What follows belongs to an exercise in optimizing a design on an open flow for small area and a short achievable clock period; a production flow would make more cautious choices. At most, simulation tests tie the RTL to the original design; equivalence was not proved. The RTL of runs 1, 3 and 6 was laid out without a check of its function. Power is estimated from default activity; no workload was simulated.

## flow/design.v

```verilog
module axis_boxcar_fir_mc #(
  parameter int CH        = 2,
  parameter int DW_IN     = 32,
  parameter int DW_OUT    = 32,
  parameter int LEN_L_MAX = 6,
  parameter int DECI_W    = 16,
  localparam int LW       = $clog2(LEN_L_MAX + 1)
) (
  input  logic                   a_clk,
  input  logic                   a_reset,
  input  logic [LW-1:0]          len_l,
  input  logic [DECI_W-1:0]      deci,
  input  logic                   next_dv,
  input  logic [CH*DW_IN-1:0]    S_AXIS_tdata,
  input  logic                   S_AXIS_tvalid,
  output logic [CH*DW_OUT-1:0]   M_AXIS_tdata,
  output logic                   M_AXIS_tvalid,
  input  logic                   M_AXIS_tready,
  output logic                   overrun
);
  localparam int DEPTH = 2 ** LEN_L_MAX;
  localparam int FW    = LEN_L_MAX + 1;
  localparam int SW    = DW_IN + LEN_L_MAX;
  localparam int NL    = LEN_L_MAX + 1;
  function automatic logic [SW-1:0] sx(input logic [DW_IN-1:0] v);
    sx = {{LEN_L_MAX{v[DW_IN-1]}}, v};
  endfunction
  logic [CH*DW_IN-1:0]       line_r [DEPTH];
  logic [FW-1:0]             fill_r;
  logic                      full_r;
  logic                      almost_r;
  logic [DECI_W-1:0]         dcnt_r;
  logic                      dz_r;
  logic [LW-1:0]             len_q_r;
  logic [NL-1:0]             lsel_r;
  logic [DECI_W-1:0]         deci_q_r;
  logic [SW-1:0]             as_r    [CH];
  logic [SW-1:0]             ac_r    [CH];
  logic                      s1_vld_r;
  logic [LW-1:0]             len_c_s;
  logic [NL-1:0]             lsel_s;
  logic                      accept_s;
  logic [LW-1:0]             len_x_s;
  logic                      restart_s;
  logic [FW-1:0]             winq_s;
  logic                      step_nr_s;
  logic                      emit_nr_s;
  logic                      dle1_s;
  logic                      dle2_s;
  logic                      step_rs_s;
  logic                      emit_rs_s;
  logic [FW-1:0]             fill_n_s;
  logic                      full_n_s;
  logic                      almost_n_s;
  logic [DECI_W-1:0]         dcnt_n_s;
  logic                      dz_n_s;
  logic                      emit_s;
  logic [SW-1:0]             bias_s;
  logic [SW-1:0]             old_s   [CH];
  logic [SW-1:0]             y_s     [CH];
  logic [SW-1:0]             x_s     [CH];
  logic [SW-1:0]             xn_s    [CH];
  logic [SW-1:0]             s1_s    [CH];
  logic [SW-1:0]             c1_s    [CH];
  logic [SW-1:0]             c1s_s   [CH];
  logic [SW-1:0]             s2_s    [CH];
  logic [SW-1:0]             c2_s    [CH];
  logic [SW-1:0]             as_n_s  [CH];
  logic [SW-1:0]             ac_n_s  [CH];
  logic [SW-1:0]             tot_s   [CH];
  logic [CH*DW_OUT-1:0]      out_s;
  logic                      load_s;
  always_comb begin
    if (len_l > LW'(LEN_L_MAX)) begin
      len_c_s = LW'(LEN_L_MAX);
    end else begin
      len_c_s = len_l;
    end
    for (int l = 0; l < NL; l++) begin
      lsel_s[l] = (len_c_s == LW'(l));
    end
    accept_s  = S_AXIS_tvalid & next_dv;
    len_x_s   = len_l ^ len_q_r;
    restart_s = len_x_s[2] || len_x_s[1] || (len_x_s[0] && !lsel_r[LEN_L_MAX])
             || (deci != deci_q_r);
    bias_s    = '0;
    bias_s[LEN_L_MAX-1] = !lsel_s[0];
    dle1_s = (deci <= DECI_W'(1));
    dle2_s = (deci <= DECI_W'(2));
  end
  always_comb begin
    winq_s    = FW'(1) << len_q_r;
    step_nr_s = accept_s && (full_r || almost_r);
    emit_nr_s = step_nr_s && dz_r;
    step_rs_s = accept_s && lsel_s[0];
    emit_rs_s = step_rs_s && dle1_s;
    if (restart_s) begin
      fill_n_s   = accept_s ? FW'(1) : FW'(0);
      full_n_s   = accept_s && lsel_s[0];
      almost_n_s = accept_s ? lsel_s[1] : lsel_s[0];
      if (step_rs_s && !dle1_s) begin
        dcnt_n_s = DECI_W'(2);
        dz_n_s   = dle2_s;
      end else begin
        dcnt_n_s = DECI_W'(1);
        dz_n_s   = dle1_s;
      end
      emit_s     = emit_rs_s;
    end else begin
      if (accept_s && !full_r) begin
        fill_n_s   = fill_r + FW'(1);
        full_n_s   = almost_r;
        almost_n_s = (fill_r + FW'(2) == winq_s);
      end else begin
        fill_n_s   = fill_r;
        full_n_s   = full_r;
        almost_n_s = almost_r;
      end
      if (step_nr_s) begin
        if (dz_r) begin
          dcnt_n_s = DECI_W'(1);
          dz_n_s   = (deci_q_r <= DECI_W'(1));
        end else begin
          dcnt_n_s = dcnt_r + DECI_W'(1);
          dz_n_s   = (dcnt_r + DECI_W'(1) == deci_q_r);
        end
      end else begin
        dcnt_n_s = dcnt_r;
        dz_n_s   = dz_r;
      end
      emit_s     = emit_nr_s;
    end
  end
  always_comb begin
    for (int c = 0; c < CH; c++) begin
      old_s[c] = '0;
      x_s[c]   = '0;
      xn_s[c]  = '0;
      for (int l = 0; l < NL; l++) begin
        old_s[c] = old_s[c]
                 | ((sx(line_r[(1 << l) - 1][c*DW_IN +: DW_IN]) << (LEN_L_MAX - l))
                    & {SW{lsel_r[l]}});
        x_s[c]   = x_s[c]
                 | ((sx(S_AXIS_tdata[c*DW_IN +: DW_IN]) << (LEN_L_MAX - l))
                    & {SW{lsel_r[l]}});
        xn_s[c]  = xn_s[c]
                 | ((sx(S_AXIS_tdata[c*DW_IN +: DW_IN]) << (LEN_L_MAX - l))
                    & {SW{lsel_s[l]}});
      end
    end
  end
  always_comb begin
    for (int c = 0; c < CH; c++) begin
      y_s[c]   = full_r ? ~old_s[c] : '0;
      s1_s[c]  = as_r[c] ^ ac_r[c] ^ y_s[c];
      c1_s[c]  = (as_r[c] & ac_r[c]) | (as_r[c] & y_s[c]) | (ac_r[c] & y_s[c]);
      c1s_s[c] = {c1_s[c][SW-2:0], full_r};
      s2_s[c]  = s1_s[c] ^ c1s_s[c] ^ x_s[c];
      c2_s[c]  = (s1_s[c] & c1s_s[c]) | (s1_s[c] & x_s[c]) | (c1s_s[c] & x_s[c]);
      if (restart_s) begin
        as_n_s[c] = accept_s ? xn_s[c] : '0;
        ac_n_s[c] = bias_s;
      end else if (accept_s) begin
        as_n_s[c] = s2_s[c];
        ac_n_s[c] = {c2_s[c][SW-2:0], 1'b0};
      end else begin
        as_n_s[c] = as_r[c];
        ac_n_s[c] = ac_r[c];
      end
    end
  end
  always_comb begin
    for (int c = 0; c < CH; c++) begin
      tot_s[c] = as_r[c] + ac_r[c];
      out_s[c*DW_OUT +: DW_OUT] = DW_OUT'(tot_s[c][LEN_L_MAX +: DW_IN]);
    end
    load_s = s1_vld_r && !restart_s;
  end
  always_ff @(posedge a_clk) begin
    if (accept_s) begin
      line_r[0] <= S_AXIS_tdata;
      for (int i = 1; i < DEPTH; i++) begin
        line_r[i] <= line_r[i-1];
      end
    end
  end
  always_ff @(posedge a_clk) begin
    if (a_reset) begin
      fill_r        <= '0;
      full_r        <= 1'b0;
      almost_r      <= 1'b1;
      dcnt_r        <= DECI_W'(1);
      dz_r          <= 1'b1;
      len_q_r       <= '0;
      lsel_r        <= NL'(1);
      deci_q_r      <= '0;
      s1_vld_r      <= 1'b0;
      M_AXIS_tdata  <= '0;
      M_AXIS_tvalid <= 1'b0;
      overrun       <= 1'b0;
      for (int c = 0; c < CH; c++) begin
        as_r[c] <= '0;
        ac_r[c] <= '0;
      end
    end else begin
      len_q_r  <= len_c_s;
      lsel_r   <= lsel_s;
      deci_q_r <= deci;
      fill_r   <= fill_n_s;
      full_r   <= full_n_s;
      almost_r <= almost_n_s;
      dcnt_r   <= dcnt_n_s;
      dz_r     <= dz_n_s;
      s1_vld_r <= emit_s;
      for (int c = 0; c < CH; c++) begin
        as_r[c] <= as_n_s[c];
        ac_r[c] <= ac_n_s[c];
      end
      if (load_s) begin
        M_AXIS_tdata  <= out_s;
        M_AXIS_tvalid <= 1'b1;
        if (M_AXIS_tvalid && !M_AXIS_tready) begin
          overrun <= 1'b1;
        end
      end else if (M_AXIS_tvalid && M_AXIS_tready) begin
        M_AXIS_tvalid <= 1'b0;
      end
    end
  end
endmodule
```

## flow/flow/run.sh

```bash
#!/bin/bash
# Standard ORFS layout with a few repair knobs changed: resizing may swap cells
# of different footprints, ports are buffered with a plain buffer cell, and the
# setup repair aims at the given slack margin.
set -euo pipefail
bash standard.sh MATCH_CELL_FOOTPRINT=0 "BUFFER_PORTS_ARGS=-buffer_cell sky130_fd_sc_hd__buf_4" SETUP_SLACK_MARGIN=5.6 finish > make_finish.log 2>&1
```

## flow/standard.sh

```bash
#!/bin/bash
# synth_recipe.tcl (not shown) runs the flow's synth.tcl, then flattens the netlist and writes it again
# the make line also repeats each setting of config.mk as NAME=value (left out here)
make -C /OpenROAD-flow-scripts/flow DESIGN_CONFIG=/design/flow/config.mk WORK_HOME=/design/flow/orfs CLKGATE_MAP_FILE= SYNTH_SCRIPT=/design/flow/synth_recipe.tcl "${@:-finish}"
```

## flow/config.mk

```make
export PLATFORM = sky130hd
export DESIGN_NAME = axis_boxcar_fir_mc
export DESIGN_NICKNAME = axis_boxcar_fir_mc
export VERILOG_FILES = /design/flow/design.v
export SDC_FILE = /design/flow/constraint.sdc
export NUM_CORES = 4
export LEC_CHECK = 0
export CAP_MARGIN = 20
export CORE_MARGIN = 2
export CORE_UTILIZATION = 40
export CTS_CLUSTER_DIAMETER = 90
export CTS_CLUSTER_SIZE = 28
export SLEW_MARGIN = 20
export SYNTH_MEMORY_MAX_BITS = 8192
```

## flow/constraint.sdc

```tcl
create_clock -name core_clock -period 8.5 [get_ports {a_clk}]
set_input_delay 1.7000 -clock core_clock [delete_from_list [all_inputs] [get_ports {a_clk}]]
set_output_delay 1.7000 -clock core_clock [all_outputs]
set_load 0.01 [all_outputs]
```

==> results.txt, run 1 <==
- First-pass iteration count of the detailed router: 8
- YS warnings: 16
- Most common library cell in the layout ignoring fill and taps: edfxtp_1
- Unrepaired setup endpoints after global routing: yes
- Pin count of the biggest net entering global routing: 105
- Critical path required time: 6.80 ns
- Gpl congestion: 0.831
- DP Area: 0.155 sq mm
- Post-synthesis compound-gate area fraction: 5.53%
- CP Capture Type: output pin
- Root Driver: clkbuf_16
- Port bufs: 153
- Final-report hold violation count: 0
- WL met3: 27.4 mm
- Max cap viols: 0
- Crit path max fanout: 2
- Htree depth: 4
- Area Overhead vs Synth: 14.9%
- Die ar.: 0.375 sq mm
- Slew Limit Fails: 0
- Hold buffers post-CTS: 0
- Status: complete, no violations
- Synth Area in XOR/XNOR: 0.651%
- Die height: 612 um
- VDD IR max: 0.000168 V
- Syn nets: 7,602
- Synth top area share: 83.1%
- Met1 wire length: 136 mm
- DRC errors left: 0
- Die Span X: 612 um
- Main synth FF type: edfxtp_1
- Synth Area per Inst: 20.3 sq um
- Pwr/cell area: 215 mW/mm^2
- Fmax: 309 MHz
- Total GRT Usage: 15.8%
- Top routing layer in use: met5
- Area leader, netlist: edfxtp_1
- Post-Syn Area: 0.148 sq mm
- Setup violators final: 0
- Crit path max-delay family: flip-flops
- Leakage: 0.0551 uW
- Synth area leaders: edfxtp_1 83%, dfxtp_1 3.6%, fa_1 2.0%, a22oi_1 1.4%, nand2_1 1.2%
- Crit path launch type: register
- Clock transition at the registers of the reported paths: 0.12 ns
- FF-to-FF setup slack: 5.36 ns
- FF+latch count, synth: 4,365
- Fin crit share: 38.1%
- Clock skew: 0.0527 ns
- Initial antenna violation count: 54
- Design area: 0.170 sq mm
- First-pass GRT wire length: 442 mm
- Vias: 68,568
- Slew HR: 15.8%
- Yosys cell types: 72
- Kind of critical path: register to output pin
- Simple-gate share of the synthesized area: 2.85%
- Register area share after synthesis: 86.8%
- Mux cell area share after synthesis: 0.505%
- EDFF count, synth: 4,096
- Fin Setup TNS: 0 ns
- Worst Max-Slew Pin Slew: 1.26 ns
- Async SR Flop Fraction: 0%
- GRT overflow: 0
- Most frequent cells in the layout: 4,096 x edfxtp_1, 382 x nand2_1, 268 x clkbuf_16
- CTS tree: built
- Fillers: 30,235
- CTS sink count: 4,365
- Core area: 0.369 sq mm
- Mapped Cells: 7,291
- Share of cells above drive strength 1: 17.7%
- Worst Path Buf+Inv: 1
- NumNets Final: 8,007
- Number of global-route vias before repair: 64,440
- Largest family of logic cells by synthesized area: compound AO/OA/AOI/OAI gates
- Routed Antenna Nets: 0
- DR iter-0 viols: 8,926
- CP max-delay cell: dfxtp_4
- Avg WL per Cell: 24.9 um
- Std cell rows: 223
- Worst min path class: register to register
- Clk buf depth: 4
- Adder-Cell Fraction of Synth Area: 2.63%
- IO Pins: 154
- CP max stage delay: 0.47 ns
- DRT Wirelength: 318 mm
- Hpwl dp: 157 mm
- Final core occ: 46.1%
- Fin crit period: 3.24 ns
- Worst-Skew Late Latency: 0.93 ns
- Num CTS Buffers: 189
- CP cell instances: buf_6
- Via density: 5.38
- CP Data Arrival Time: 1.54 ns
- DR WL met2: 137 mm
- Initial core utilization: 40.1%
[power by group]
group | switching [uW] | internal, uW
registers | 280 | 24300
logic | 971 | 395
clock network | 6360 | 4340
total | 7610 | 29000
[routing by layer]
layer,track usage (%),up-vias
met5,0,-
met4,6.64,20
met3,2.99,778
met2,23.1,3076
met1,23.3,35337
li1,-,29357
[cells in the mapped netlist, drive strengths merged (44+ instances only)]
master   count
a21oi      332
a22oi      267
nor2       184
clkbuf     259
xnor2       66
a222oi      79
nand3      116
nand2      483
buf         73
inv         65
xor2        44
fa         146
ha          77
a22o        66
edfxtp    4096
o21ai       89
a2111oi     51
o211ai      79
dfxtp      269
[what timing repair did]
| action | in CTS | in global routing |
|---|---|---|
| cloned | 101 | 41 |
| endpoints found under the setup margin | 4173 | 2164 |
| buffers inserted | 90 | 65 |
| gates resized for setup | 682 | 488 |
| pin swaps | 150 | 216 |
[area by class of cell]
class | count | area, sq um | share of cell area [%]
Timing Repair Buffer | 508 | 7410 | 4.36
Timing Repair inverter | 4 | 45.0 | 0.0265
Clock inverter | 39 | 658 | 0.387
Multi-Input combinational cell | 2562 | 21900 | 12.9
Inverter | 66 | 299 | 0.176
Clock buffer | 238 | 4950 | 2.91
Sequential cell | 4365 | 129000 | 75.6
Tap cell | 4950 | 6190 | 3.64
Antenna cell | 12 | 30.0 | 0.0177
[sequential cells by signal, summed over array words and instances (netlist names)]
signal / cells
len_q_r: 3
dz_r: 1
s1_vld_r: 1
deci_q_r: 16
M_AXIS_tvalid: 1
overrun: 1
dcnt_r: 16
lsel_r: 7
as_r: 76
fill_r: 7
ac_r: 74
almost_r: 1
full_r: 1
line_r: 4096
M_AXIS_tdata: 64
[stage by stage]
step	setup WS (ns)	hold WS, ns	power [uW]	std cells
2_1_floorplan	-3.77	0.400	26000	7291
3_5_place_dp	3.16	0.405	26100	12157
4_1_cts	5.21	0.387	36900	12625
3_3_place_gp	3.21	0.400	26100	12157
6_report	5.26	0.380	36600	12744
5_1_grt	5.23	0.390	37900	12742
[cell families (layout without fill, tap and decap cells)]
kind of cell | after synthesis | in the layout
and+or+nand+nor | 960 | 994
buffers and inverters | 398 | 855
AOI/OAI and AO/OA | 1172 | 1172
adders and majority gates | 223 | 223
muxes | 63 | 63
xor gates and xnor gates | 110 | 110
other | 0 | 12
DFF | 4365 | 4365
[final timing paths]
path / startpoint / end / depth (start not counted)
worst max-delay path: M_AXIS_tdata[56] / M_AXIS_tdata[56] / 1
worst min-delay path: line_r[30][23] / line_r[31][23] / 0
worst max register to register: lsel_r[4] / as_r[1][12] / 11
worst min register to register: line_r[30][23] / line_r[31][23] / 0
==> inputs of run 2 (changes only) <==
--- a/flow/design.v
+++ b/flow/design.v
@@ -59,7 +59,6 @@
   logic [SW-1:0]             old_s   [CH];
   logic [SW-1:0]             y_s     [CH];
   logic [SW-1:0]             x_s     [CH];
-  logic [SW-1:0]             xn_s    [CH];
   logic [SW-1:0]             s1_s    [CH];
   logic [SW-1:0]             c1_s    [CH];
   logic [SW-1:0]             c1s_s   [CH];
@@ -135,15 +134,11 @@
     for (int c = 0; c < CH; c++) begin
       old_s[c] = '0;
       x_s[c]   = '0;
-      xn_s[c]  = '0;
       for (int l = 0; l < NL; l++) begin
         old_s[c] = old_s[c]
                  | ((sx(line_r[(1 << l) - 1][c*DW_IN +: DW_IN]) << (LEN_L_MAX - l))
                     & {SW{lsel_r[l]}});
         x_s[c]   = x_s[c]
-                 | ((sx(S_AXIS_tdata[c*DW_IN +: DW_IN]) << (LEN_L_MAX - l))
-                    & {SW{lsel_r[l]}});
-        xn_s[c]  = xn_s[c]
                  | ((sx(S_AXIS_tdata[c*DW_IN +: DW_IN]) << (LEN_L_MAX - l))
                     & {SW{lsel_s[l]}});
       end
@@ -158,7 +153,7 @@
       s2_s[c]  = s1_s[c] ^ c1s_s[c] ^ x_s[c];
       c2_s[c]  = (s1_s[c] & c1s_s[c]) | (s1_s[c] & x_s[c]) | (c1s_s[c] & x_s[c]);
       if (restart_s) begin
-        as_n_s[c] = accept_s ? xn_s[c] : '0;
+        as_n_s[c] = accept_s ? x_s[c] : '0;
         ac_n_s[c] = bias_s;
       end else if (accept_s) begin
         as_n_s[c] = s2_s[c];
==> flow/flow/run.sh (replaced) <==
#!/bin/bash
# Standard ORFS layout with a few repair knobs changed: resizing may swap cells
# of different footprints, ports are buffered with a plain buffer cell, and the
# setup repair aims at the given slack margin.
set -euo pipefail
bash standard.sh MATCH_CELL_FOOTPRINT=0 "BUFFER_PORTS_ARGS=-buffer_cell sky130_fd_sc_hd__buf_4" SETUP_SLACK_MARGIN=5.9 finish > make_finish.log 2>&1
==> run 2 against run 1 <==
Still clean on timing, DRC and antenna. Combinational power rose by 6%. Worst hold slack improved by 0.0050 ns. Cell count fell by 1.2%. Total power barely moved. Clock skew rose by 0.0059 ns. Die area fell by 1.3%. First-iteration DRC count rose by 1.0%.
==> results.txt, run 2 <==
- Vias: 67,450 (was 68,568)
- Setup ws final: 5.24 ns (was 5.26 ns)
- Syn nets: 7,338 (was 7,602)
- Final Non-Filler Cells: 12,595 (was 12,744)
- CTS sink count: 4,365 (unchanged)
- Slew HR: 28.1% (was 15.8%)
- Die ar.: 0.370 sq mm (was 0.375 sq mm)
- YS warnings: 15 (was 16)
- Pin count of the biggest net entering global routing: 160 (was 105)
- Met3 usage: 3.72% (was 2.99%)
- Final-report hold violation count: 0 (unchanged)
- CP Capture Type: register (was output pin)
- Worst R2R Path Depth: 11 (unchanged)
- VDD IR max: 0.000198 V (was 0.000168 V)
- Gr busiest metal: met2 (was met1)
- Most used cell, CP: buf_6
- Setup violators final: 0 (unchanged)
- Slew Limit Fails: 0 (unchanged)
- Hpwl dp: 153 mm (was 157 mm)
- Hold buffers post-CTS: 0 (unchanged)
- First-pass iteration count of the detailed router: 6 (was 8)
- Area leader, netlist: edfxtp_1 (unchanged)
- Most frequent cells in the layout: 4,096 x edfxtp_1, 459 x nand2_1, 284 x buf_4 (was 4,096 x edfxtp_1, 382 x nand2_1, 268 x clkbuf_16)
- Worst Max-Slew Pin Slew: 1.08 ns (was 1.26 ns)
- Number of flip-flops in the largest register: 4,096 (unchanged)
- Unrepaired setup endpoints after global routing: yes (unchanged)
- Avg WL per Cell: 25.3 um (was 24.9 um)
- Gpl congestion: 0.833 (was 0.831)
- DP Cell Count: 11,831 (was 12,157)
- Die height: 608 um (was 612 um)
- Core area: 0.363 sq mm (was 0.369 sq mm)
- Htree depth: 4 (unchanged)
- Power share of the combinational group: 3.9% (was 3.7%)
- Synth area leaders: edfxtp_1 84%, dfxtp_1 3.7%, fa_1 2.0%, nand2_1 1.4%, a21oi_1 1.1% (was edfxtp_1 83%, dfxtp_1 3.6%, fa_1 2.0%, a22oi_1 1.4%, nand2_1 1.2%)
- Count leader, synth: edfxtp_1 (unchanged)
- CTS tree: built (unchanged)
- IO Pins: 154 (unchanged)
- Fillers: 29,311 (was 30,235)
- DRT Wirelength: 319 mm (was 318 mm)
- Share of cells above drive strength 1: 22.1% (was 17.7%)
- Synth Area per Inst: 20.8 sq um (was 20.3 sq um)
- Sequential cell area: 0.129 sq mm (about the same)
- Via density: 5.36 (was 5.38)
- Fin crit share: 38.4% (was 38.1%)
- Fin Setup TNS: 0 ns (unchanged)
- Leakage: 0.0554 uW (was 0.0551 uW)
- Total GRT Usage: 16.3% (was 15.8%)
- Clock transition at the registers of the reported paths: 0.11 ns (was 0.12 ns)
- Kind of critical path: primary input to register (was register to output pin)
- Most frequent cells after synthesis: 4,096 x edfxtp_1, 551 x nand2_1, 327 x a21oi_1 (was 4,096 x edfxtp_1, 483 x nand2_1, 332 x a21oi_1)
- Num CTS Buffers: 188 (was 189)
- Synth top area share: 84.3% (was 83.1%)
- Largest reg by FF count: line_r (unchanged)
- Post-Syn Area: 0.146 sq mm (was 0.148 sq mm)
- Multi-input gate area: 0.0209 sq mm (was 0.0219 sq mm)
- Mapped Cells: 7,027 (was 7,291)
- Place WS: 3.24 ns (was 3.16 ns)
- Largest registers: line_r x4096, as_r x76, ac_r x74 (unchanged)
- Number of global-route vias before repair: 63,238 (was 64,440)
- Grt met2 use: 23.8% (was 23.1%)
- Switching part of the total: 20.7% (was 20.8%)
- Yosys cell types: 83 (was 72)
- Final core occ: 47.1% (was 46.1%)
- Max cap viols: 0 (unchanged)
- CP Data Arrival Time: 4.04 ns (was 1.54 ns)
- Clk buf depth: 4 (unchanged)
- Status: complete, no violations (unchanged)
- CP max-delay cell: fa_2 (was dfxtp_4)
- Seq pwr share: 67.0% (was 67.1%)
- Int Pwr: 29,000 uW (about the same)
- Min-Delay Path Depth: 0 (unchanged)
- Worst-Skew Late Latency: 0.96 ns (was 0.93 ns)
- Async SR Flop Fraction: 0% (unchanged)
- Crit path max fanout: 6 (was 2)
- Die Span X: 608 um (was 612 um)
- Crit path launch type: primary input (was register)
- Port bufs: 153 (unchanged)
- DRC errors left: 0 (unchanged)
- Initial antenna violation count: 54 (unchanged)
- Clk pwr share: 29.0% (was 29.2%)
- Fin crit period: 3.26 ns (was 3.24 ns)
- Main synth FF type: edfxtp_1 (unchanged)
- EDFF count, synth: 4,096 (unchanged)
- Root Driver: clkbuf_16 (unchanged)
- Critical path required time: 9.28 ns (was 6.80 ns)
- DR iter-0 viols: 9,017 (was 8,926)
- M1 GR Usage: 23.4% (was 23.3%)
- Pwr/cell area: 214 mW/mm^2 (was 215 mW/mm^2)
- Routed Antenna Nets: 0 (unchanged)
- GRT overflow: 0 (unchanged)
- Initial core utilization: 40.2% (was 40.1%)
- FF+latch count, synth: 4,365 (unchanged)
- Area Overhead vs Synth: 17.1% (was 14.9%)
- Most common library cell in the layout ignoring fill and taps: edfxtp_1 (unchanged)
- Worst min path class: register to register (unchanged)
- Sw Pwr: 7590 uW (was 7610 uW)
- First-pass GRT wire length: 444 mm (was 442 mm)
- NumNets Final: 7,998 (was 8,007)
- CP max stage delay: 0.48 ns (was 0.47 ns)
- Fmax: 306 MHz (was 309 MHz)
- Clock skew: 0.0586 ns (was 0.0527 ns)
- Std cell rows: 221 (was 223)
- CP cell instances: buf_16 > clkinvlp_4 > buf_6 > buf_12 > buf_8 > buf_6 > buf_6 > nor2_4 > a221oi_2 > a21oi_2 > fa_2 > nand2_2 > a21oi_2 > a31oi_1 > nor2_1 (was buf_6)
- Register area share after synthesis: 88.0% (was 86.8%)
run 2: cell count changes after synthesis, sizes merged, moves of 16 or more:
cell	delta
a22oi	-110
a221o	+18
nand2	+69
a221oi	-16
a222oi	-70
inv	-18
buf	-28
o211ai	-56
nor2	+45
clkbuf	-67
a31oi	+65
nand3	-71
run 2: final cells by class:
cell class,count,area share (%)
diodes,14,0.0205
clock inverters,34,0.326
repair inverters,5,0.0293
multi-input cells,2395,12.2
inverters,47,0.165
repair buffers,685,5.59
well taps,4794,3.51
flip-flops and latches,4365,75.2
clock buffers,256,2.94
run 2: metal layers:
metal / wire length (um) / vias to the layer above
met2: 140000 / 2893
met5: 195 / -
met1: 136000 / 35045
met3: 27700 / 834
met4: 15800 / 30
li1: - / 28648
run 2: power by group through the flow:
stage	registers [uW]	clock network, uW	logic [uW]
2_1_floorplan	25300	0	631
3_3_place_gp	25100	0	935
3_5_place_dp	25100	0	967
4_1_cts	24600	11100	1310
5_1_grt	24600	11700	1530
6_report	24600	10600	1450
run 2: final timing paths:
check | start | endpoint | slack [ns]
worst max-delay path | len_l[0] | as_r[1][5] | 5.24
worst max register to register | lsel_r[6] | as_r[1][5] | 5.34
worst min register to register | line_r[28][48] | line_r[29][48] | 0.39
worst min-delay path | line_r[28][48] | line_r[29][48] | 0.39
run 2: kinds of logic after synthesis:
family,after synthesis,share of synthesized area (%)
multiplexers,56,0.450
adder cells (fa/ha/maj),223,2.66
AND/OR/NAND/NOR,992,2.92
AO/OA/AOI/OAI,997,4.58
XOR/XNOR,110,0.660
buffers and inverters,284,0.764
flip-flops,4365,88.0
run 2: per-stage QoR:
stage	total power (uW)	hold WS [ns]	instance area, sq um
2_1_floorplan	25900	0.400	146000
3_3_place_gp	26000	0.400	153000
3_5_place_dp	26000	0.405	153000
4_1_cts	36900	0.386	168000
5_1_grt	37900	0.383	171000
6_report	36600	0.385	171000
run 2: timing repair:
item | in CTS | in global routing
cloned | 111 | 29
pin swaps | 312 | 298
buffers inserted | 240 | 80
gates resized for setup | 1036 | 447
hold endpoints to repair | 0 | 0
setup endpoints to repair | 4346 | 1709
run 2: critical path: cells and delay by family:
kind / cells / cell delay (ns)
adders and majority gates: 1 / 0.48
and+or+nand+nor: 3 / 0.40
buffers and inverters: 7 / 0.87
AOI/OAI and AO/OA: 4 / 0.58
==> inputs of run 3 (changes only) <==
--- a/flow/design.v
+++ b/flow/design.v
@@ -40,7 +40,6 @@
   logic [LW-1:0]             len_c_s;
   logic [NL-1:0]             lsel_s;
   logic                      accept_s;
-  logic [LW-1:0]             len_x_s;
   logic                      restart_s;
   logic [FW-1:0]             winq_s;
   logic                      step_nr_s;
@@ -79,9 +78,7 @@
       lsel_s[l] = (len_c_s == LW'(l));
     end
     accept_s  = S_AXIS_tvalid & next_dv;
-    len_x_s   = len_l ^ len_q_r;
-    restart_s = len_x_s[2] || len_x_s[1] || (len_x_s[0] && !lsel_r[LEN_L_MAX])
-             || (deci != deci_q_r);
+    restart_s = (len_c_s != len_q_r) || (deci != deci_q_r);
     bias_s    = '0;
     bias_s[LEN_L_MAX-1] = !lsel_s[0];
     dle1_s = (deci <= DECI_W'(1));
==> flow/flow/run.sh (replaced) <==
#!/bin/bash
# Standard ORFS layout with a few repair knobs changed: resizing may swap cells
# of different footprints, ports are buffered with a plain buffer cell, and the
# setup repair aims at the given slack margin.
set -euo pipefail
bash standard.sh MATCH_CELL_FOOTPRINT=0 "BUFFER_PORTS_ARGS=-buffer_cell sky130_fd_sc_hd__buf_4" SETUP_SLACK_MARGIN=5 finish > make_finish.log 2>&1
--- a/flow/config.mk
+++ b/flow/config.mk
@@ -7,7 +7,7 @@
 export LEC_CHECK = 0
 export CAP_MARGIN = 20
 export CORE_MARGIN = 2
-export CORE_UTILIZATION = 40
+export CORE_UTILIZATION = 65
 export CTS_CLUSTER_DIAMETER = 90
 export CTS_CLUSTER_SIZE = 28
 export SLEW_MARGIN = 20
==> run 3 against run 2 <==
Combinational power shrank about 30%. Synthesized area is 0.15% higher. Routed wire length is 20% lower. Clock power fell by 5%. Cell count is 18% lower. Still clean on timing, DRC and antenna. Core utilization grew 23 points. Cell area decreased by 7.8%. Via count fell by 6.9%. Global-route usage increased by 5.7 points. Clock-buffer cell count fell by 30. Total power fell by 2.5%. Flip-flop and latch count is the same.
==> results.txt, run 3 <==
- Switching part of the total: 19.7% (was 20.7%)
- Crit path launch type: primary input (unchanged)
- Logic depth of the worst path, buffers included: 11 (was 15)
- Largest reg by FF count: line_r (unchanged)
- Crit path max fanout: 30 (was 6)
- Clk buf depth: 3 (was 4)
- Unrepaired setup endpoints after global routing: yes (unchanged)
- Gpl congestion: 0.862 (was 0.833)
- Die Span X: 478 um (was 608 um)
- Vias: 62,822 (was 67,450)
- FF+latch count, synth: 4,365 (unchanged)
- Async SR Flop Fraction: 0% (unchanged)
- Port bufs: 153 (unchanged)
- Hpwl dp: 146 mm (was 153 mm)
- Worst min path class: register to register (unchanged)
- Fin crit period: 3.48 ns (was 3.26 ns)
- EDFF count, synth: 4,096 (unchanged)
- CTS sink count: 4,365 (unchanged)
- Routed Antenna Nets: 0 (unchanged)
- Pwr/cell area: 226 mW/mm^2 (was 214 mW/mm^2)
- Register area share after synthesis: 87.8% (was 88.0%)
- Num CTS Buffers: 181 (was 188)
- Mapped Cells: 7,091 (was 7,027)
- Setup violators final: 0 (unchanged)
- Htree depth: 4 (unchanged)
- DRC errors left: 0 (unchanged)
- Fin crit share: 41.0% (was 38.4%)
- Most frequent cells in the layout: 4,096 x edfxtp_1, 506 x nand2_1, 318 x a21oi_1 (was 4,096 x edfxtp_1, 459 x nand2_1, 284 x buf_4)
- Via density: 6.05 (was 5.36)
- Critical path startpoint: len_l[0] (unchanged)
- Area leader, netlist: edfxtp_1 (unchanged)
- Power share of the combinational group: 2.8% (was 3.9%)
- Sw Pwr: 7040 uW (was 7590 uW)
- Worst R2R Start: lsel_r[0] (was lsel_r[6])
- Slew Limit Fails: 0 (unchanged)
- GRT overflow: 0 (unchanged)
- Int Pwr: 28,700 uW (was 29,000 uW)
- First-pass iteration count of the detailed router: 6 (unchanged)
- Slew HR: 28.5% (was 28.1%)
- Share of cells above drive strength 1: 8.07% (was 22.1%)
- Fmax: 287 MHz (was 306 MHz)
- Final-report hold violation count: 0 (unchanged)
- Max cap viols: 0 (unchanged)
- Std cell rows: 174 (was 221)
- Most frequent cells after synthesis: 4,096 x edfxtp_1, 510 x nand2_1, 318 x a21oi_1 (was 4,096 x edfxtp_1, 551 x nand2_1, 327 x a21oi_1)
- Syn nets: 7,402 (was 7,338)
- Most common library cell in the layout ignoring fill and taps: edfxtp_1 (unchanged)
- Critical path required time: 9.22 ns (was 9.28 ns)
- Worst Path Buf+Inv: 2 (was 7)
- CP endpoint: as_r[1][19] (was as_r[1][5])
- Place WS: 2.56 ns (was 3.24 ns)
- DRT Wirelength: 256 mm (was 319 mm)
- Clock skew: 0.0208 ns (was 0.0586 ns)
- Total GRT Usage: 22.0% (was 16.3%)
- Status: complete, no violations (unchanged)
- Synth area leaders: edfxtp_1 84%, dfxtp_1 3.7%, fa_1 2.0%, nand2_1 1.3%, a21oi_1 1.1% (was edfxtp_1 84%, dfxtp_1 3.7%, fa_1 2.0%, nand2_1 1.4%, a21oi_1 1.1%)
- CP cell instances: buf_8 > inv_4 > nor2_4 > a22o_1 > nor2_1 > o21ai_0 > fa_1 > nand2_1 > a21oi_1 > a31oi_1 > nor2_1 (was buf_16 > clkinvlp_4 > buf_6 > buf_12 > buf_8 > buf_6 > buf_6 > nor2_4 > a221oi_2 > a21oi_2 > fa_2 > nand2_2 > a21oi_2 > a31oi_1 > nor2_1)
- Worst R2R Path Depth: 10 (was 11)
- CP Data Arrival Time: 4.20 ns (was 4.04 ns)
- Synth Area per Inst: 20.6 sq um (was 20.8 sq um)
- Min-Delay Path Depth: 0 (unchanged)
- Clock transition at the registers of the reported paths: 0.10 ns (was 0.11 ns)
- Seq pwr share: 68.8% (was 67.0%)
- Initial antenna violation count: 24 (was 54)
- Main synth FF type: edfxtp_1 (unchanged)
- Core area: 0.224 sq mm (was 0.363 sq mm)
- Initial core utilization: 65.2% (was 40.2%)
- Largest registers: line_r x4096, as_r x76, ac_r x74 (unchanged)
- Setup ws final: 5.02 ns (was 5.24 ns)
- Post-Syn Area: 0.146 sq mm (about the same)
- CTS tree: built (unchanged)
- Die height: 478 um (was 608 um)
- First-pass GRT wire length: 374 mm (was 444 mm)
- Most used cell, CP: nor2_1 (was buf_6)
- Die ar.: 0.229 sq mm (was 0.370 sq mm)
- Number of flip-flops in the largest register: 4,096 (unchanged)
- NumNets Final: 7,624 (was 7,998)
- Count leader, synth: edfxtp_1 (unchanged)
- Worst Max-Slew Pin Slew: 1.07 ns (was 1.08 ns)
- CP Capture Type: register (unchanged)
- Leakage: 0.0513 uW (was 0.0554 uW)
- Root Driver: clkbuf_16 (unchanged)
- Crit path max-delay family: simple AND/OR/NAND/NOR gates (was buffers and inverters)
- Crit Reg-Reg Endpoint: as_r[1][20] (was as_r[1][5])
- Pin count of the biggest net entering global routing: 211 (was 160)
- Synth top area share: 84.1% (was 84.3%)
- DR iter-0 viols: 6,969 (was 9,017)
- Avg WL per Cell: 24.6 um (was 25.3 um)
- Clk pwr share: 28.3% (was 29.0%)
- YS warnings: 15 (unchanged)
- CP max-delay cell: nor2_4 (was fa_2)
- IO Pins: 154 (unchanged)
- CP max stage delay: 0.55 ns (was 0.48 ns)
- Kind of critical path: primary input to register (unchanged)
- Worst-Skew Late Latency: 0.87 ns (was 0.96 ns)
- Number of global-route vias before repair: 59,063 (was 63,238)
- Fin Setup TNS: 0 ns (unchanged)
- FF-to-FF setup slack: 5.12 ns (was 5.34 ns)
- Yosys cell types: 72 (was 83)
- Area Overhead vs Synth: 7.87% (was 17.1%)
- VDD IR max: 0.000179 V (was 0.000198 V)
run 3: final cells by class:
cell class | instances | area, sq um
Timing Repair inverter | 1 | 11.3
Clock inverter | 28 | 428
Inverter | 50 | 224
Clock buffer | 226 | 4800
Antenna cell | 10 | 25.0
Timing Repair Buffer | 276 | 2820
Sequential cell | 4365 | 128000
Tap cell | 2992 | 3740
Fill cell | 13697 | 66600
Multi-Input combinational cell | 2438 | 17200
run 3: power by group through the flow:
stage | registers, uW | clock network (uW) | logic [uW]
after floorplan | 25300 | 0 | 621
after global placement | 25000 | 0 | 929
after detailed placement | 25100 | 0 | 961
after CTS | 24600 | 10500 | 988
after global routing | 24700 | 11200 | 1100
final | 24600 | 10100 | 1010
run 3: cell families (layout without fill, tap and decap cells):
family	after synthesis	in the layout	share of synthesized area (%)
DFF	4365	4365	87.8
AOI/OAI and AO/OA	1050	1050	4.81
and+or+nand+nor	1021	1030	3.05
buffers and inverters	297	581	0.777
adders and majority gates	223	223	2.66
xor gates and xnor gates	88	88	0.527
muxes	47	47	0.354
other	0	10	0
run 3: metrics by stage:
step / power, uW / hold slack (ns) / cells / area (sq um) / utilization (%)
after detailed placement: 26000 / 0.405 / 10071 / 151000 / 67.4
after global placement: 26000 / 0.401 / 10071 / 151000 / 67.4
after floorplan: 25900 / 0.400 / 7091 / 146000 / -
after CTS: 36100 / 0.415 / 10356 / 157000 / 70.1
after global routing: 36900 / 0.422 / 10382 / 158000 / 70.3
final: 35700 / 0.415 / 10386 / 158000 / 70.3
run 3: worst min-delay path by stage:
stage              startpoint        endpoint  slack [ns]
3_5_place_dp    line_r[9][52]  line_r[10][52]        0.40
6_report        line_r[11][5]   line_r[12][5]        0.41
2_1_floorplan    line_r[9][0]   line_r[10][0]        0.40
3_3_place_gp   line_r[42][31]  line_r[43][31]        0.40
5_1_grt        line_r[48][33]  line_r[49][33]        0.42
4_1_cts        line_r[33][28]  line_r[34][28]        0.42
run 3: worst register-to-register path: cells and delay by family, from the launching register on:
kind	cells	cell delay (ns)
AND/OR/NAND/NOR	3	0.21
buffers and inverters	1	0.35
AO/OA/AOI/OAI	4	1.19
adder cells (fa/ha/maj)	2	0.99
flip-flops	1	0.53
run 3: layer usage:
layer,vias up,wire (um),track usage (%)
met5,-,31,0
met4,4,9890,8.48
met3,451,15000,2.90
met2,2048,114000,31.6
met1,32357,117000,35.3
li1,27962,-,-
run 3: timing repair:
| item | CTS | global route |
|---|---|---|
| gates cloned | 10 | 9 |
| setup buffers | 21 | 10 |
| hold buffers | 0 | 0 |
| pin swaps | 12 | 10 |
| setup endpoints to repair | 2091 | 1448 |
| gates resized for setup | 94 | 61 |
==> inputs of run 4 (changes only) <==
--- a/flow/design.v
+++ b/flow/design.v
@@ -56,6 +56,7 @@
   logic                      emit_s;
   logic [SW-1:0]             bias_s;
   logic [SW-1:0]             old_s   [CH];
+  logic                      sub_s;
   logic [SW-1:0]             y_s     [CH];
   logic [SW-1:0]             x_s     [CH];
   logic [SW-1:0]             s1_s    [CH];
@@ -137,27 +138,25 @@
                     & {SW{lsel_r[l]}});
         x_s[c]   = x_s[c]
                  | ((sx(S_AXIS_tdata[c*DW_IN +: DW_IN]) << (LEN_L_MAX - l))
-                    & {SW{lsel_s[l]}});
-      end
-    end
-  end
-  always_comb begin
+                    & {SW{lsel_s[l] && accept_s}});
+      end
+    end
+  end
+  always_comb begin
+    sub_s = full_r && accept_s;
     for (int c = 0; c < CH; c++) begin
-      y_s[c]   = full_r ? ~old_s[c] : '0;
+      y_s[c]   = sub_s ? ~old_s[c] : '0;
       s1_s[c]  = as_r[c] ^ ac_r[c] ^ y_s[c];
       c1_s[c]  = (as_r[c] & ac_r[c]) | (as_r[c] & y_s[c]) | (ac_r[c] & y_s[c]);
-      c1s_s[c] = {c1_s[c][SW-2:0], full_r};
+      c1s_s[c] = {c1_s[c][SW-2:0], sub_s};
       s2_s[c]  = s1_s[c] ^ c1s_s[c] ^ x_s[c];
       c2_s[c]  = (s1_s[c] & c1s_s[c]) | (s1_s[c] & x_s[c]) | (c1s_s[c] & x_s[c]);
       if (restart_s) begin
-        as_n_s[c] = accept_s ? x_s[c] : '0;
+        as_n_s[c] = x_s[c];
         ac_n_s[c] = bias_s;
-      end else if (accept_s) begin
+      end else begin
         as_n_s[c] = s2_s[c];
         ac_n_s[c] = {c2_s[c][SW-2:0], 1'b0};
-      end else begin
-        as_n_s[c] = as_r[c];
-        ac_n_s[c] = ac_r[c];
       end
     end
   end
==> flow/flow/run.sh (replaced) <==
#!/bin/bash
# Standard ORFS layout with a few repair knobs changed: resizing may swap cells
# of different footprints, ports are buffered with a plain buffer cell, and the
# setup repair aims at the given slack margin.
set -euo pipefail
bash standard.sh MATCH_CELL_FOOTPRINT=0 "BUFFER_PORTS_ARGS=-buffer_cell sky130_fd_sc_hd__buf_4" SETUP_SLACK_MARGIN=5.8 finish > make_finish.log 2>&1
==> run 4 against run 3 <==
Fmax hardly changed. Via count fell by 2.9%. Still clean on timing, DRC and antenna. Synthesized area shrank 1.4%. Cell area rose by 3.6%. Flip-flop and latch count did not move. Synthesized cell count down 8.2%.
==> results.txt, run 4 <==
- Status: complete, no violations (unchanged)
- Routed Antenna Nets: 0 (unchanged)
- Number of global-route vias before repair: 57,612 (was 59,063)
- Std cell rows: 172 (was 174)
- First-pass iteration count of the detailed router: 9 (was 6)
- EDFF count, synth: 4,096 (unchanged)
- Final Non-Filler Cells: 10,084 (was 10,386)
- Max cap viols: 0 (unchanged)
- Largest reg by FF count: line_r (unchanged)
- IO Pins: 154 (unchanged)
- Most frequent cells in the layout: 4,096 x edfxtp_1, 271 x clkbuf_16, 195 x nor2_1, 195 x dfxtp_1, 178 x buf_4 (was 4,096 x edfxtp_1, 506 x nand2_1, 318 x a21oi_1)
- Crit path max-delay family: adder cells (was simple AND/OR/NAND/NOR gates)
- CP max stage delay: 0.44 ns (was 0.55 ns)
- CP Data Arrival Time: 4.20 ns (about the same)
- Pin count of the biggest net entering global routing: 194 (was 211)
- Total GRT Usage: 23.4% (was 22.0%)
- Post-Syn Area: 0.144 sq mm (was 0.146 sq mm)
- Slew HR: 36.4% (was 28.5%)
- Pwr Total: 35,500 uW (was 35,700 uW)
- CP Capture Type: register (unchanged)
- Leakage: 0.0544 uW (was 0.0513 uW)
- Crit path launch type: primary input (unchanged)
- Avg WL per Cell: 26.9 um (was 24.6 um)
- Hpwl dp: 138 mm (was 146 mm)
- Initial antenna violation count: 24 (unchanged)
- Port bufs: 153 (unchanged)
- Final-report hold violation count: 0 (unchanged)
- Clk buf depth: 3 (unchanged)
- CP max-delay cell: fa_1 (was nor2_4)
- First-pass GRT wire length: 382 mm (was 374 mm)
- DRT Wirelength: 272 mm (was 256 mm)
- Fin crit period: 3.49 ns (was 3.48 ns)
- Syn nets: 6,823 (was 7,402)
- Via density: 6.05 (about the same)
- DP Cell Count: 9,506 (was 10,071)
- YS warnings: 15 (unchanged)
- Fmax: 287 MHz (about the same)
- GRT overflow: 0 (unchanged)
- Area leader, netlist: edfxtp_1 (unchanged)
- Register area share after synthesis: 89.1% (was 87.8%)
- Die Span X: 475 um (was 478 um)
- FF+latch count, synth: 4,365 (unchanged)
- CP cell instances: buf_8 > and3_4 > buf_12 > clkinv_16 > buf_4 > clkbuf_16 > a221oi_4 > and3_4 > fa_1 > fa_1 > mux2i_1 > nor2_1 (was buf_8 > inv_4 > nor2_4 > a22o_1 > nor2_1 > o21ai_0 > fa_1 > nand2_1 > a21oi_1 > a31oi_1 > nor2_1)
- Crit path max fanout: 8 (was 30)
- NumNets Final: 7,352 (was 7,624)
- Die height: 475 um (was 478 um)
- DRC errors left: 0 (unchanged)
- Pwr/cell area: 217 mW/mm^2 (was 226 mW/mm^2)
- Most frequent cells after synthesis: 4,096 x edfxtp_1, 269 x dfxtp_1, 221 x nor2_1 (was 4,096 x edfxtp_1, 510 x nand2_1, 318 x a21oi_1)
- Num CTS Buffers: 177 (was 181)
- Htree depth: 4 (unchanged)
- Share of cells above drive strength 1: 18.7% (was 8.07%)
- Root Driver: clkbuf_16 (unchanged)
- Largest registers: line_r x4096, as_r x76, ac_r x74 (unchanged)
- DR iter-0 viols: 7,214 (was 6,969)
- Count leader, synth: edfxtp_1 (unchanged)
- Clock skew: 0.0327 ns (was 0.0208 ns)
- Fin crit share: 41.0% (about the same)
- Clock transition at the registers of the reported paths: 0.10 ns (about the same)
- VDD IR max: 0.000196 V (was 0.000179 V)
- Fin Setup TNS: 0 ns (unchanged)
- Yosys cell types: 76 (was 72)
- Synth area leaders: edfxtp_1 85%, dfxtp_1 3.7%, fa_1 2.0%, mux2i_1 0.93%, a22oi_1 0.92% (was edfxtp_1 84%, dfxtp_1 3.7%, fa_1 2.0%, nand2_1 1.3%, a21oi_1 1.1%)
- Vias: 61,016 (was 62,822)
- Critical path required time: 9.21 ns (was 9.22 ns)
- Core area: 0.220 sq mm (was 0.224 sq mm)
- Gpl congestion: 0.848 (was 0.862)
- Worst Max-Slew Pin Slew: 0.953 ns (was 1.07 ns)
- Most common library cell in the layout ignoring fill and taps: edfxtp_1 (unchanged)
- Area Overhead vs Synth: 13.4% (was 7.87%)
- CTS sink count: 4,365 (unchanged)
- Die ar.: 0.225 sq mm (was 0.229 sq mm)
- Worst Path Buf+Inv: 5 (was 2)
- Mapped Cells: 6,512 (was 7,091)
- Setup violators final: 0 (unchanged)
- Synth Area per Inst: 22.1 sq um (was 20.6 sq um)
- Main synth FF type: edfxtp_1 (unchanged)
- Kind of critical path: primary input to register (unchanged)
- Initial core utilization: 65.5% (was 65.2%)
- Worst min path class: register to register (unchanged)
- CTS tree: built (unchanged)
- Async SR Flop Fraction: 0% (unchanged)
- Synth top area share: 85.4% (was 84.1%)
- Slew Limit Fails: 0 (unchanged)
- Worst-Skew Late Latency: 0.86 ns (was 0.87 ns)
- Unrepaired setup endpoints after global routing: yes (unchanged)
- Number of flip-flops in the largest register: 4,096 (unchanged)
==> run 4: routing by layer <==
metal	vias to the layer above	share of wire [%]	routed length, um	global-route usage [%]
met4	10	4.9	13300	10.2
met5	-	0.023	63	0
met3	559	6.5	17700	4.04
met1	31745	43	118000	35.4
met2	2091	45	123000	34.4
li1	26611	-	-	-
==> run 4: path summary, 6_finish.rpt <==
path	from	endpoint	slack, ns	cells after the start
setup / recovery	S_AXIS_tvalid	as_r[1][26]	5.01	12
hold / removal	line_r[13][39]	line_r[14][39]	0.41	0
setup reg to reg	full_r	as_r[1][26]	5.31	11
hold reg to reg	line_r[13][39]	line_r[14][39]	0.41	0
==> run 4: kinds of logic (layout without fill, tap and decap cells) <==
| family | after synthesis | in the layout | synth area share, % |
|---|---|---|---|
| flip-flops | 4365 | 4365 | 89.1 |
| AND/OR/NAND/NOR | 764 | 770 | 2.61 |
| AO/OA/AOI/OAI | 686 | 686 | 3.35 |
| buffers and inverters | 224 | 819 | 0.592 |
| adder cells (fa/ha/maj) | 223 | 223 | 2.69 |
| multiplexers | 139 | 139 | 0.970 |
| XOR/XNOR | 111 | 111 | 0.675 |
| other | 0 | 13 | 0 |
==> run 4: stage by stage <==
step / utilization (%) / setup WS, ns / hold slack (ns) / area [sq um]
2_1_floorplan: - / -5.93 / 0.400 / 145000
3_3_place_gp: 68.0 / 3.15 / 0.400 / 149000
3_5_place_dp: 68.0 / 3.06 / 0.405 / 149000
4_1_cts: 72.9 / 5.10 / 0.399 / 160000
5_1_grt: 74.2 / 5.00 / 0.418 / 163000
6_report: 74.2 / 5.01 / 0.406 / 163000
==> run 4: repair_timing <==
| action | 4_1_cts | 5_1_grt |
|---|---|---|
| buffers inserted | 106 | 61 |
| setup endpoints to repair | 3475 | 2255 |
| cloned | 90 | 57 |
| gates resized for setup | 843 | 266 |
| hold buffers | 0 | 0 |
| pin swaps | 180 | 112 |
==> run 4: final cells by class <==
class	instances	area, sq um
flip-flops and latches	4365	129000
fillers	12377	56600
multi-input cells	1929	17800
repair buffers	524	7960
clock buffers	231	4670
well taps	2958	3700
clock inverters	20	293
inverters	41	206
repair inverters	3	33.8
diodes	13	32.5
==> run 4: power breakdown <==
part | switching, uW | internal, uW
sequential | 301 | 24300
combinational | 721 | 327
clock | 5940 | 3950
total | 6960 | 28600
==> run 4: worst register-to-register path, stage by stage (launching register included) <==
cell and delay [ns]:
dfxtp_1 0.53, and3_4 0.33, buf_12 0.17, clkinv_16 0.11, buf_4 0.16, clkbuf_16 0.19, a221oi_4 0.21, and3_4 0.25
fa_1 0.43, fa_1 0.44, mux2i_1 0.15, nor2_1 0.05
==> inputs of run 5 (changes only) <==
==> flow/run.sh (new file) <==
#!/bin/bash
# synth_recipe.tcl (not shown) runs the flow's synth.tcl, then flattens the netlist and writes it again
# the make line also repeats each setting of config.mk as NAME=value (left out here)
make -C /OpenROAD-flow-scripts/flow DESIGN_CONFIG=/design/flow/config.mk WORK_HOME=/design/flow/orfs CLKGATE_MAP_FILE= SYNTH_SCRIPT=/design/flow/synth_recipe.tcl finish
--- a/flow/config.mk
+++ b/flow/config.mk
@@ -10,5 +10,6 @@
 export CORE_UTILIZATION = 65
 export CTS_CLUSTER_DIAMETER = 90
 export CTS_CLUSTER_SIZE = 28
+export SETUP_SLACK_MARGIN = 5
 export SLEW_MARGIN = 20
 export SYNTH_MEMORY_MAX_BITS = 8192
removed: flow/flow/run.sh
removed: flow/standard.sh
==> run 5 against run 4 <==
Critical endpoint is now as_r[1][30]. Synthesized area unchanged. Largest power group unchanged. Clock skew increased by 0.0083 ns. Cell area decreased by 4.0%. Clock power about the same.
==> results.txt, run 5 <==
- Worst min path class: register to register (unchanged)
- NumNets Final: 7,093 (was 7,352)
- Pwr/cell area: 226 mW/mm^2 (was 217 mW/mm^2)
- Vias: 58,553 (was 61,016)
- CP Capture Type: register (unchanged)
- FF+latch count, synth: 4,365 (unchanged)
- DRT Wirelength: 246 mm (was 272 mm)
- Mapped Cells: 6,512 (unchanged)
- Port bufs: 153 (unchanged)
- Fmax: 284 MHz (was 287 MHz)
- Crit path max fanout: 14 (was 8)
- Root Driver: clkbuf_16 (unchanged)
- Share of cells above drive strength 1: 8.05% (was 18.7%)
- EDFF count, synth: 4,096 (unchanged)
- Htree depth: 4 (unchanged)
- CTS tree: built (unchanged)
- Post-Syn Area: 0.144 sq mm (unchanged)
- Critical path required time: 9.21 ns (about the same)
- Most frequent cells in the layout: 4,096 x edfxtp_1, 228 x dfxtp_1, 220 x nor2_1 (was 4,096 x edfxtp_1, 271 x clkbuf_16, 195 x nor2_1, 195 x dfxtp_1, 178 x buf_4)
- Count leader, synth: edfxtp_1 (unchanged)
- Pwr Total: 35,500 uW (about the same)
- Async SR Flop Fraction: 0% (unchanged)
- CTS sink count: 4,365 (unchanged)
- Seq pwr share: 69.3% (was 69.2%)
- Switching part of the total: 19.3% (was 19.6%)
- Gpl congestion: 0.888 (was 0.848)
- WL met3: 12.7 mm (was 17.7 mm)
- First-pass GRT wire length: 361 mm (was 382 mm)
- Initial core utilization: 65.5% (unchanged)
- Adder-Cell Fraction of Synth Area: 2.69% (unchanged)
- CP max-delay cell: fa_1 (unchanged)
- FF-to-FF setup slack: 5.13 ns (was 5.31 ns)
- Fin crit period: 3.52 ns (was 3.49 ns)
- Leakage: 0.0518 uW (was 0.0544 uW)
- Clk buf depth: 3 (unchanged)
- Die height: 475 um (unchanged)
- Hold buffers post-CTS: 0 (unchanged)
- Total GRT Usage: 21.8% (was 23.4%)
- Worst Max-Slew Pin Slew: 1.07 ns (was 0.953 ns)
- Worst Path Buf+Inv: 4 (was 5)
- IO Pins: 154 (unchanged)
- Num CTS Buffers: 178 (was 177)
- GRT overflow: 0 (unchanged)
- Pin count of the biggest net entering global routing: 195 (was 194)
- VDD IR max: 0.000209 V (was 0.000196 V)
- Synth area leaders: edfxtp_1 85%, dfxtp_1 3.7%, fa_1 2.0%, mux2i_1 0.93%, a22oi_1 0.92% (unchanged)
- Largest registers: line_r x4096, as_r x76, ac_r x74 (unchanged)
- Via density: 5.96 (was 6.05)
- Unrepaired setup endpoints after global routing: yes (unchanged)
- Largest family of logic cells by synthesized area: compound AO/OA/AOI/OAI gates (unchanged)
- Top routing layer in use: met5 (unchanged)
- Status: complete, no violations (unchanged)
- DR iter-0 viols: 6,637 (was 7,214)
- Crit path max-delay family: adder cells (unchanged)
- Clock transition at the registers of the reported paths: 0.11 ns (was 0.10 ns)
- Final-report hold violation count: 0 (unchanged)
- DRC errors left: 0 (unchanged)
- Avg WL per Cell: 25.0 um (was 26.9 um)
- YS warnings: 15 (unchanged)
- Post-synthesis compound-gate area fraction: 3.35% (unchanged)
- Routed Antenna Nets: 0 (unchanged)
- Synth Area per Inst: 22.1 sq um (unchanged)
- Syn nets: 6,823 (unchanged)
- Fin Setup TNS: 0 ns (unchanged)
- Core area: 0.220 sq mm (unchanged)
- Synth top area share: 85.4% (unchanged)
- Slew HR: 28.9% (was 36.4%)
- Sw Pwr: 6860 uW (was 6960 uW)
- Yosys cell types: 76 (unchanged)
- Initial antenna violation count: 21 (was 24)
- Power share of the combinational group: 2.4% (was 3.0%)
- CP max stage delay: 0.51 ns (was 0.44 ns)
- Fin crit share: 41.4% (was 41.0%)
- DR WL met2: 113 mm (was 123 mm)
- CP Data Arrival Time: 4.23 ns (was 4.20 ns)
- Area leader, netlist: edfxtp_1 (unchanged)
- Synth Area in XOR/XNOR: 0.675% (unchanged)
- Slew Limit Fails: 0 (unchanged)
- Most common library cell in the layout ignoring fill and taps: edfxtp_1 (unchanged)
- Setup violators final: 0 (unchanged)
- Die Span X: 475 um (unchanged)
- Mux cell area share after synthesis: 0.970% (unchanged)
- Clock skew: 0.0410 ns (was 0.0327 ns)
- First-pass iteration count of the detailed router: 6 (was 9)
- Hpwl dp: 137 mm (was 138 mm)
- Main synth FF type: edfxtp_1 (unchanged)
- Crit path launch type: primary input (unchanged)
- Int Pwr: 28,600 uW (about the same)
- Max cap viols: 0 (unchanged)
- Simple-gate share of the synthesized area: 2.61% (unchanged)
- Clk pwr share: 28.3% (was 27.8%)
- Area Overhead vs Synth: 8.81% (was 13.4%)
- Met1 wire length: 111 mm (was 118 mm)
- Std cell rows: 172 (unchanged)
- Worst-Skew Late Latency: 0.85 ns (was 0.86 ns)
- Most frequent cells after synthesis: 4,096 x edfxtp_1, 269 x dfxtp_1, 221 x nor2_1 (unchanged)
- Die ar.: 0.225 sq mm (unchanged)
- Most used cell, CP: fa_1
- Number of global-route vias before repair: 56,182 (was 57,612)
- Register area share after synthesis: 89.1% (unchanged)
- Number of flip-flops in the largest register: 4,096 (unchanged)
- Fillers: 13,142 (was 12,377)
- Kind of critical path: primary input to register (unchanged)
- CP cell instances: buf_2 > and3_4 > buf_8 > inv_12 > buf_16 > a221oi_2 > and3_1 > fa_1 > fa_1 > mux2i_2 > nor2_1 (was buf_8 > and3_4 > buf_12 > clkinv_16 > buf_4 > clkbuf_16 > a221oi_4 > and3_4 > fa_1 > fa_1 > mux2i_1 > nor2_1)
- Largest reg by FF count: line_r (unchanged)
## run 5: kinds of logic (layout without fill, tap and decap cells)
family	after synthesis	count (layout)
AND/OR/NAND/NOR	764	771
flip-flops	4365	4365
adder cells (fa/ha/maj)	223	223
XOR/XNOR	111	111
other	0	9
AO/OA/AOI/OAI	686	686
buffers and inverters	224	561
multiplexers	139	139
## run 5: cell type report
type                            instances  area, sq um  area share, %
Clock buffer                          230         4760           3.03
Antenna cell                            9         22.5         0.0144
Inverter                               41          183          0.117
Tap cell                             2958         3700           2.36
Multi-Input combinational cell       1930        15800           10.1
Timing Repair inverter                  1         8.76        0.00559
Clock inverter                         24          372          0.237
Timing Repair Buffer                  265         3470           2.21
Sequential cell                      4365       128000           82.0
## run 5: routing by layer
layer / vias up / track usage (%)
met5: - / 0
met4: 10 / 7.74
met1: 30441 / 33.7
li1: 26053 / -
met3: 390 / 3.07
met2: 1659 / 32.6
## run 5: what timing repair did
item | 4_1_cts | 5_1_grt
setup buffers | 20 | 6
resized for setup | 251 | 52
setup endpoints to repair | 3435 | 1282
gates cloned | 29 | 2
pin swaps | 24 | 19
## run 5: worst paths after layout
check / from / to / cells past startpoint
worst max-delay path: next_dv / as_r[1][30] / 11
worst min-delay path: line_r[54][27] / line_r[55][27] / 0
worst max register to register: lsel_r[2] / as_r[0][4] / 7
worst min register to register: line_r[54][27] / line_r[55][27] / 0
## run 5: metrics by stage
step	setup WS, ns	util [%]	hold WS, ns	cell area (sq um)	cells
after global placement	2.47	68.1	0.400	150000	9501
final	4.98	71.3	0.411	157000	9823
after CTS	5.00	71.1	0.406	156000	9806
after floorplan	-6.02	-	0.400	145000	6512
after global routing	4.98	71.3	0.411	157000	9821
after detailed placement	2.39	68.2	0.405	150000	9503
## run 5: power by group through the flow
stage	sequential (uW)	clock (uW)	combinational [uW]
after floorplan	25300	0	512
after CTS	24600	10400	843
after detailed placement	25100	0	804
final	24600	10000	849
after global routing	24700	11100	926
after global placement	25100	0	783
==> inputs of run 6 (changes only) <==
--- a/flow/design.v
+++ b/flow/design.v
@@ -40,6 +40,7 @@
   logic [LW-1:0]             len_c_s;
   logic [NL-1:0]             lsel_s;
   logic                      accept_s;
+  logic [LW-1:0]             len_x_s;
   logic                      restart_s;
   logic [FW-1:0]             winq_s;
   logic                      step_nr_s;
@@ -79,7 +80,9 @@
       lsel_s[l] = (len_c_s == LW'(l));
     end
     accept_s  = S_AXIS_tvalid & next_dv;
-    restart_s = (len_c_s != len_q_r) || (deci != deci_q_r);
+    len_x_s   = len_l ^ len_q_r;
+    restart_s = len_x_s[2] || len_x_s[1] || (len_x_s[0] && !lsel_r[LEN_L_MAX])
+             || (deci != deci_q_r);
     bias_s    = '0;
     bias_s[LEN_L_MAX-1] = !lsel_s[0];
     dle1_s = (deci <= DECI_W'(1));
==> flow/flow/run.sh (new file) <==
#!/bin/bash
# Standard ORFS layout with a few repair knobs changed: resizing may swap cells
# of different footprints, ports are buffered with a plain buffer cell, and the
# setup repair aims at the given slack margin.
set -euo pipefail
bash standard.sh MATCH_CELL_FOOTPRINT=0 "BUFFER_PORTS_ARGS=-buffer_cell sky130_fd_sc_hd__buf_4" SETUP_SLACK_MARGIN=5.6 finish > make_finish.log 2>&1
==> flow/standard.sh (new file) <==
#!/bin/bash
# synth_recipe.tcl (not shown) runs the flow's synth.tcl, then flattens the netlist and writes it again
# the make line also repeats each setting of config.mk as NAME=value (left out here)
make -C /OpenROAD-flow-scripts/flow DESIGN_CONFIG=/design/flow/config.mk WORK_HOME=/design/flow/orfs CLKGATE_MAP_FILE= SYNTH_SCRIPT=/design/flow/synth_recipe.tcl "${@:-finish}"
--- a/flow/config.mk
+++ b/flow/config.mk
@@ -7,9 +7,8 @@
 export LEC_CHECK = 0
 export CAP_MARGIN = 20
 export CORE_MARGIN = 2
-export CORE_UTILIZATION = 65
+export CORE_UTILIZATION = 40
 export CTS_CLUSTER_DIAMETER = 90
 export CTS_CLUSTER_SIZE = 28
-export SETUP_SLACK_MARGIN = 5
 export SLEW_MARGIN = 20
 export SYNTH_MEMORY_MAX_BITS = 8192
removed: flow/run.sh
==> run 6 against run 5 <==
Still clean on timing, DRC and antenna. Global-route usage is 7.4 points lower. Clock skew rose by 0.0091 ns. Non-clock buffer count grew 170. Register-to-register slack better by 0.22 ns. Fmax is 4.0% higher.
==> results.txt, run 6 <==
- Yosys cell types: 74 (was 76)
- Worst R2R Path Depth: 7 (unchanged)
- Share of cells above drive strength 1: 15.8% (was 8.05%)
- Hold Worst Slack: 0.388 ns (was 0.411 ns)
- NumNets Final: 7,220 (was 7,093)
- Number of flip-flops in the largest register: 4,096 (unchanged)
- CP Data Arrival Time: 4.20 ns (was 4.23 ns)
- Root Driver: clkbuf_16 (unchanged)
- Pin count of the biggest net entering global routing: 106 (was 195)
- Fin crit share: 39.8% (was 41.4%)
- Total GRT Usage: 14.3% (was 21.8%)
- DRC errors left: 0 (unchanged)
- Most frequent cells in the layout: 4,096 x edfxtp_1, 254 x clkbuf_16, 192 x dfxtp_1 (was 4,096 x edfxtp_1, 228 x dfxtp_1, 220 x nor2_1)
- Max cap viols: 0 (unchanged)
- Unrepaired setup endpoints after global routing: yes (unchanged)
- CP max stage delay: 0.51 ns (about the same)
- Hold buffers post-CTS: 0 (unchanged)
- GRT overflow: 0 (unchanged)
- CP Capture Type: register (unchanged)
- Post-Syn Area: 0.144 sq mm (about the same)
- Final-report hold violation count: 0 (unchanged)
- Fin crit period: 3.39 ns (was 3.52 ns)
- YS warnings: 15 (unchanged)
- EDFF count, synth: 4,096 (unchanged)
- Synth Area per Inst: 22.3 sq um (was 22.1 sq um)
- First-pass iteration count of the detailed router: 12 (was 6)
- Syn nets: 6,776 (was 6,823)
- FF+latch count, synth: 4,365 (unchanged)
- Register area share after synthesis: 89.1% (about the same)
- Async SR Flop Fraction: 0% (unchanged)
- Die height: 604 um (was 475 um)
- Std cell rows: 220 (was 172)
- Status: complete, no violations (unchanged)
- Initial antenna violation count: 49 (was 21)
- Leakage: 0.0533 uW (was 0.0518 uW)
- Setup ws final: 5.11 ns (was 4.98 ns)
- Clock transition at the registers of the reported paths: 0.11 ns (about the same)
- Num CTS Buffers: 187 (was 178)
- Avg WL per Cell: 24.0 um (was 25.0 um)
- Via density: 5.24 (was 5.96)
- Crit path max fanout: 8 (was 14)
- Largest reg by FF count: line_r (unchanged)
- Vias: 61,603 (was 58,553)
- Clock skew: 0.0500 ns (was 0.0410 ns)
- Clk buf depth: 4 (was 3)
- Mapped Cells: 6,465 (was 6,512)
- Fin Setup TNS: 0 ns (unchanged)
- Gpl congestion: 0.839 (was 0.888)
- Worst min path class: register to register (unchanged)
- DR iter-0 viols: 8,492 (was 6,637)
- Most common library cell in the layout ignoring fill and taps: edfxtp_1 (unchanged)
- Number of global-route vias before repair: 58,267 (was 56,182)
- Sequential cell area: 0.129 sq mm (was 0.128 sq mm)
- Worst Path Buf+Inv: 5 (was 4)
- Logic depth of the worst path, buffers included: 12 (was 11)
- Multi-input gate area: 0.0168 sq mm (was 0.0158 sq mm)
- Slew HR: 30.8% (was 28.9%)
- Largest registers: line_r x4096, as_r x76, ac_r x74 (unchanged)
- DP Cell Count: 11,258 (was 9,503)
- CP cell instances: buf_8 > and3_4 > buf_12 > clkinv_16 > buf_16 > buf_12 > a221oi_2 > and3_4 > fa_1 > fa_1 > nor2_1 > a311oi_1 (was buf_2 > and3_4 > buf_8 > inv_12 > buf_16 > a221oi_2 > and3_1 > fa_1 > fa_1 > mux2i_2 > nor2_1)
- Main synth FF type: edfxtp_1 (unchanged)
- Die Span X: 604 um (was 475 um)
- Count leader, synth: edfxtp_1 (unchanged)
- CTS sink count: 4,365 (unchanged)
- Pwr/cell area: 220 mW/mm^2 (was 226 mW/mm^2)
- VDD IR max: 0.000148 V (was 0.000209 V)
- Area Overhead vs Synth: 13.2% (was 8.81%)
- Area leader, netlist: edfxtp_1 (unchanged)
- Setup violators final: 0 (unchanged)
- Final Non-Filler Cells: 11,757 (was 9,823)
- Fmax: 295 MHz (was 284 MHz)
-- run 6: cell types whose count changed after synthesis, sizes merged, moves of 17 or more --
cell	change
mux2i	-69
xor2	-17
a222oi	+61
a21oi	-89
clkbuf	+31
buf	-18
nor2	-44
-- run 6: path summary, 6_finish.rpt --
kind	start	endpoint	slack, ns
setup / recovery	next_dv	as_r[1][9]	5.11
hold / removal	line_r[58][8]	line_r[59][8]	0.39
setup reg to reg	lsel_r[4]	as_r[0][2]	5.35
hold reg to reg	line_r[58][8]	line_r[59][8]	0.39
-- run 6: through the flow --
stage / util [%] / total power, uW / instance area (sq um)
finish: 45.4 / 35800 / 163000
floorplan: - / 25800 / 144000
global placement: 42.2 / 25800 / 151000
CTS: 44.7 / 36200 / 160000
detailed placement: 42.2 / 25900 / 151000
global route: 45.4 / 37100 / 163000
-- run 6: area by class of cell --
class	count	area share, %
repair inverters	6	0.0583
multi-input cells	1875	10.3
repair buffers	435	3.79
well taps	4773	3.66
inverters	39	0.124
flip-flops and latches	4365	78.9
clock inverters	18	0.156
clock buffers	233	3.05
diodes	13	0.0200
-- run 6: cells by family after synthesis --
group / after synthesis / synth area share, %
buffers and inverters: 235 / 0.614
AOI/OAI and AO/OA: 741 / 3.92
DFF: 4365 / 89.1
and+or+nand+nor: 742 / 2.61
adders and majority gates: 223 / 2.69
xor gates and xnor gates: 93 / 0.566
muxes: 66 / 0.460
-- run 6: power by group --
group	total, uW	switching (uW)	internal, uW
Clock	10300	6070	4230
Combinational	974	710	264
Sequential	24600	293	24300
Total	35800	7070	28800
-- run 6: per-layer routing --
metal | routed length [um] | GRT usage [%] | up-vias
li1 | - | - | 26553
met1 | 123000 | 20.9 | 32236
met2 | 127000 | 21.7 | 2231
met3 | 18300 | 2.04 | 581
met4 | 13500 | 5.89 | 2
met5 | 12 | 0 | -
-- run 6: what timing repair did --
item                                     CTS  global route
pin swaps                                176           128
cloned                                    44            54
endpoints found under the setup margin  3510          2229
buffers inserted                          85            52
resized for setup                        602           215
endpoints found under the hold margin      0             0

==> separate check: timing with driven ports <==
The flow's constraints put no driver on any port. The routed layouts listed below were extracted and timed again, unchanged, in two steps.
Step 1: set_driving_cell puts a clkbuf_16 on a_clk and a buf_2 on each other input, an assumption about the parent block.
Step 2 times the ports against the registers' clock, not the clock port: input delays grow and output delays shrink by t, the midpoint of the rising clock arrivals with the driver on.
Three values: ideal ports, drivers, drivers and shift; two values: the first two.
run	shift t [ns]	slack for setup (ns)	worst setup path at the end	worst register clock-pin slew, ns	pins driven straight from the clock port
run 1	1.006	5.262 / 5.151 / 4.175	input to register	0.12 / 0.12	1
run 2	1.015	5.236 / 4.972 / 3.957	input to register	0.12 / 0.12	1
run 3	0.965	5.016 / 4.929 / 3.964	input to register	0.11 / 0.11	1
run 4	0.935	5.014 / 5.025 / 4.090	input to register	0.12 / 0.12	1
run 5	0.919	4.977 / 5.046 / 4.126	input to register	0.11 / 0.11	1
run 6	0.976	5.114 / 5.160 / 4.184	input to register	0.12 / 0.12	1
After both steps setup and hold are still met in every run listed. The setup slack of run 2, which loses most, moves by -0.264 ns with the drivers and by -1.279 ns with both steps.
